This is an optimization exercise on Yosys and OpenROAD, whose aim is small area, a short achievable clock period and few clock cycles per item, not a production implementation.
In this exercise RTL edits were held to simulation tests only and were not proved equivalent to the original.
No activity file was given, so power comes from the tool's default toggle rates.

==> flow/design.v (excerpt) <==
module write_ring_offset_lookup_core #(
   parameter int SLOTS       = wrol_pkg::DEF_SLOTS,
   parameter int LENGTH_BITS = wrol_pkg::DEF_LENGTH_BITS
) (
   input  wire logic                            clock,
   input  wire logic                            reset,
   input  wire logic                            req_tvalid,
   output      logic                            req_tready,
   input  wire logic                            req_tuser,
   input  wire logic [wrol_pkg::REQ_DATA_W-1:0] req_tdata,
   output      logic                            rsp_tvalid,
   input  wire logic                            rsp_tready,
   output      logic                            rsp_tuser,
   output      logic [wrol_pkg::RSP_DATA_W-1:0] rsp_tdata
);
Size: roughly 4400 cells after synthesis, ~200 I/O pins, ~0.062 mm2 of cells after synthesis.
Settings: LEC_CHECK=0, CAP_MARGIN=20, CORE_MARGIN=2, CORE_UTILIZATION=40, CTS_BUF_LIST=sky130_fd_sc_hd__clkbuf_4, SETUP_SLACK_MARGIN=3.1, SLEW_MARGIN=20; clock period 6.0 ns.
run.sh (not shown) runs the stock make flow with config.mk's settings and CLKGATE_MAP_FILE= SYNTH_SCRIPT=/design/flow/synth_recipe.tcl, a recipe that flattens the netlist after the stock synthesis.
Testbench counts at the start, summed over its fixed seeds: cycles 8,032, items 8,000.
Next try:
ABC_CLOCK_PERIOD_IN_PS = 2000   (was unset)
SETUP_SLACK_MARGIN = 2.9   (was 3.1)
Effect: Synthesized area does not change. Sequential power stays flat. Non-clock buffer count went down by 47. Total power went down by 1.1%. Count of clock-buffer cells in the layout stays the same. Synthesized cell count is unchanged. Cell area went down by 2.3%. First-iteration DRC count went down by 2.7%. Fmax went up by 1.4%.


write_ring_offset_lookup_core again, from the RTL that the note above started with.
// write_ring_offset_lookup_core
module write_ring_offset_lookup_core #(
   parameter int SLOTS       = wrol_pkg::DEF_SLOTS,
   parameter int LENGTH_BITS = wrol_pkg::DEF_LENGTH_BITS
) (
   input  wire logic                            clock,
   input  wire logic                            reset,
   input  wire logic                            req_tvalid,
   output      logic                            req_tready,
   input  wire logic                            req_tuser,
   input  wire logic [wrol_pkg::REQ_DATA_W-1:0] req_tdata,
   output      logic                            rsp_tvalid,
   input  wire logic                            rsp_tready,
   output      logic                            rsp_tuser,
   output      logic [wrol_pkg::RSP_DATA_W-1:0] rsp_tdata
);
clock: 6.0 ns
lec_check: 0
abc_clock_period_in_ps: 3200
cap_margin: 20
core_margin: 2
core_utilization: 40
cts_buf_list: sky130_fd_sc_hd__clkbuf_4
setup_slack_margin: 2.9
slew_margin: 20
Testbench counts at the start, summed over its fixed seeds: cycles 8,032, items 8,000.
Next try:
Settings changed: ABC_AREA from default to 1, ABC_CLOCK_PERIOD_IN_PS 3200 to default.
Result:
- clock skew grows by 0.036 ns
- clock-buffer cell count grows by 9
- sequential cell count stays the same
- total power grows by 3.9%
- final cell count grows by 27%
- critical path depth stays the same
- cell area grows by 3.7%
- hold slack got worse by 0.0047 ns
- wire length grows by 2.3%
- utilization shrinks by 1.4 points
- non-clock buffer count shrinks by 95
Next try:
Settings changed: ABC_AREA 1 to default.
Wire length falls by 2.2%.
Power falls by 3.7%.
First-iteration DRC count rises by 8.2%.
Sequential cell count does not change.
Cell area falls by 3.6%.
Area after synthesis falls by 6.2%.
Count of clock-buffer cells in the layout falls by 9.
Next try:
Settings changed: CAP_MARGIN 20 to 10, SLEW_MARGIN 20 to 10.
Effect: Wire length went up by 0.38%. Power stays flat. Utilization went up by 0.35 points. Setup slack loses 0.077 ns. Global-route usage went up by 0.12 points. Final area went up by 0.74%. Non-clock buffer count went up by 15.


## run 1
Starting RTL as in the previous note.
## write_ring_offset_lookup_core
module write_ring_offset_lookup_core #(
   parameter int SLOTS       = wrol_pkg::DEF_SLOTS,
   parameter int LENGTH_BITS = wrol_pkg::DEF_LENGTH_BITS
) (
   input  wire logic                            clock,
   input  wire logic                            reset,
   input  wire logic                            req_tvalid,
   output      logic                            req_tready,
   input  wire logic                            req_tuser,
   input  wire logic [wrol_pkg::REQ_DATA_W-1:0] req_tdata,
   output      logic                            rsp_tvalid,
   input  wire logic                            rsp_tready,
   output      logic                            rsp_tuser,
   output      logic [wrol_pkg::RSP_DATA_W-1:0] rsp_tdata
);
Settings: LEC_CHECK=0, CAP_MARGIN=20, CORE_MARGIN=2, CORE_UTILIZATION=40, CTS_BUF_LIST=sky130_fd_sc_hd__clkbuf_4, GPL_ROUTABILITY_DRIVEN=0, GPL_TIMING_DRIVEN=0, SETUP_SLACK_MARGIN=2.9, SLEW_MARGIN=20; clock period 6.0 ns.
Run 1 completed end to end with timing, DRC and antenna clean.
Testbench counts of run 1, summed over its fixed seeds: cycles 8,032, items 8,000.
The inputs of run 2 differ from those of run 1 as listed below.
- removing GPL_TIMING_DRIVEN (formerly 0)
- removing GPL_ROUTABILITY_DRIVEN (formerly 0)
- changing CORE_UTILIZATION from 40 to 60
[summary]
Count of clock-buffer cells in the layout: run 2 vs run 1 down 12. Cells: run 2 has fewer instances than run 1. The met3 usage reported for run 2 is greater than that of run 1 by 0.80 points. Run 2 ended with less via count of the first global-routing pass than run 1. Compared with run 1, run 2 shows routed wire length that has gone down by more than 10%.
Input changes introduced in run 3 (baseline for comparison: run 2):
- an added TNS_END_PERCENT of 10
- a change of CORE_UTILIZATION from 60 to 40
Findings:
The met2 wirelength from detailed routing of run 3 is higher than that of run 2.
Footprint of the multi-input gates, run 3 vs run 2: down by a few percent
On total power, the lower figure sits with run 3, not run 2.
Looking at run 2 and run 3, the final instance area is a wash.
Run 2 -> run 3: total standard cell area after synthesis delta 0, exact match
Between run 2 and run 3, die outline width increased.
Per the comparison of run 3 with run 2, cell count climbed about 10%; number of inserted filler cells in the final layout climbed about 90%; die area climbed about 50%.


zinc:
write_ring_offset_lookup_core, a different RTL version from the one above (not shown whole).
Size: ~4500 cells after synthesis, ~1400 flip-flops, about 64000 um2 of cells after synthesis.
## write_ring_offset_lookup_core
module write_ring_offset_lookup_core #(
   parameter int SLOTS       = wrol_pkg::DEF_SLOTS,
   parameter int LENGTH_BITS = wrol_pkg::DEF_LENGTH_BITS
) (
   input  wire logic                            clock,
   input  wire logic                            reset,
   input  wire logic                            req_tvalid,
   output      logic                            req_tready,
   input  wire logic                            req_tuser,
   input  wire logic [wrol_pkg::REQ_DATA_W-1:0] req_tdata,
   output      logic                            rsp_tvalid,
   input  wire logic                            rsp_tready,
   output      logic                            rsp_tuser,
   output      logic [wrol_pkg::RSP_DATA_W-1:0] rsp_tdata
);
clock: 6.0 ns
lec_check: 0
cap_margin: 20
core_margin: 2
core_utilization: 55
cts_buf_list: sky130_fd_sc_hd__clkbuf_4 sky130_fd_sc_hd__clkbuf_8
setup_slack_margin: 2.9
slew_margin: 20
tns_end_percent: 20
zinc was carried through to the last stage, and its layout satisfied the timing, design-rule and antenna checks.
Testbench counts of zinc, summed over its fixed seeds: cycles 8,040, items 8,000.
Setup changes, zinc to onyx
Settings: clearing TNS_END_PERCENT, which used to be 20; clearing CTS_BUF_LIST, which used to be sky130_fd_sc_hd__clkbuf_4 sky130_fd_sc_hd__clkbuf_8; swapping 55 for 40 in CORE_UTILIZATION; swapping 2.9 for 3.6 in SETUP_SLACK_MARGIN.
[summary]
Looking at the reports, onyx completed the entire flow and the layout it produced met the timing, design-rule and antenna checks.
Compared with zinc, onyx shows a met2 track utilization from global routing that is 9.1 points lower.
Total number of multi-input combinational cells delta for onyx relative to zinc: 13 higher
Going from zinc to onyx, floorplan die area higher; setup slack rose by 0.025 ns.
Utilization (onyx over zinc): decrease, 13 points
Status: proportion of cell area spent on the clock network parity (zinc, onyx)
In onyx the pin slew with the least headroom to its limit turned out 0.041 ns lower than in zinc.
Diff zinc -> onyx: final count of hold timing violations neither gained nor lost much, power picked up an extra 6.7%, wire length reported by the detailed router picked up an extra 11%.
Compared to zinc, onyx has met3 usage in global routing 2.3 points lower.

port drivers added, routing unchanged:
In the flow no input, the clock included, has a driving cell. The finished layouts below were timed again as built, in two steps. Step 1 assumes that a clkbuf_16 drives the clock port and a buf_2 every other input. Step 2 adds t to the input delays and takes it off the output delays; t is the mean of the earliest and latest rising clock arrival at the registers after step 1. Input paths then give back, and output paths get back, about the clock's delay inside the block. Slacks: no drivers / after step 1 / after step 2; pairs: no drivers / after step 1.
run | t, ns | setup WS [ns] | pins driven straight from the clock port
the first run of note 1 | 1.362 | 2.776 / 2.700 / 1.616 | 1
the second run of note 1 | 1.332 | 2.820 / 2.743 / 1.621 | 1
the first run of note 2 | 1.332 | 2.820 / 2.743 / 1.621 | 1
the second run of note 2 | 1.365 | 2.791 / 2.714 / 1.670 | 1
the third run of note 2 | 1.332 | 2.820 / 2.743 / 1.621 | 1
the fourth run of note 2 | 1.323 | 2.743 / 2.756 / 1.470 | 1
run 1 | 1.380 | 2.578 / 2.501 / 1.393 | 1
run 2 | 1.240 | 2.790 / 2.801 / 1.596 | 1
run 3 | 1.371 | 2.658 / 2.658 / 1.525 | 1
zinc | 1.008 | 2.728 / 2.728 / 2.036 | 1
onyx | 0.901 | 2.753 / 2.753 / 2.753 | 1
After both steps every run listed still meets setup and hold. For the fourth run of note 2, which loses most, drivers alone change the setup slack by +0.013 ns; drivers and shift together by -1.273 ns.
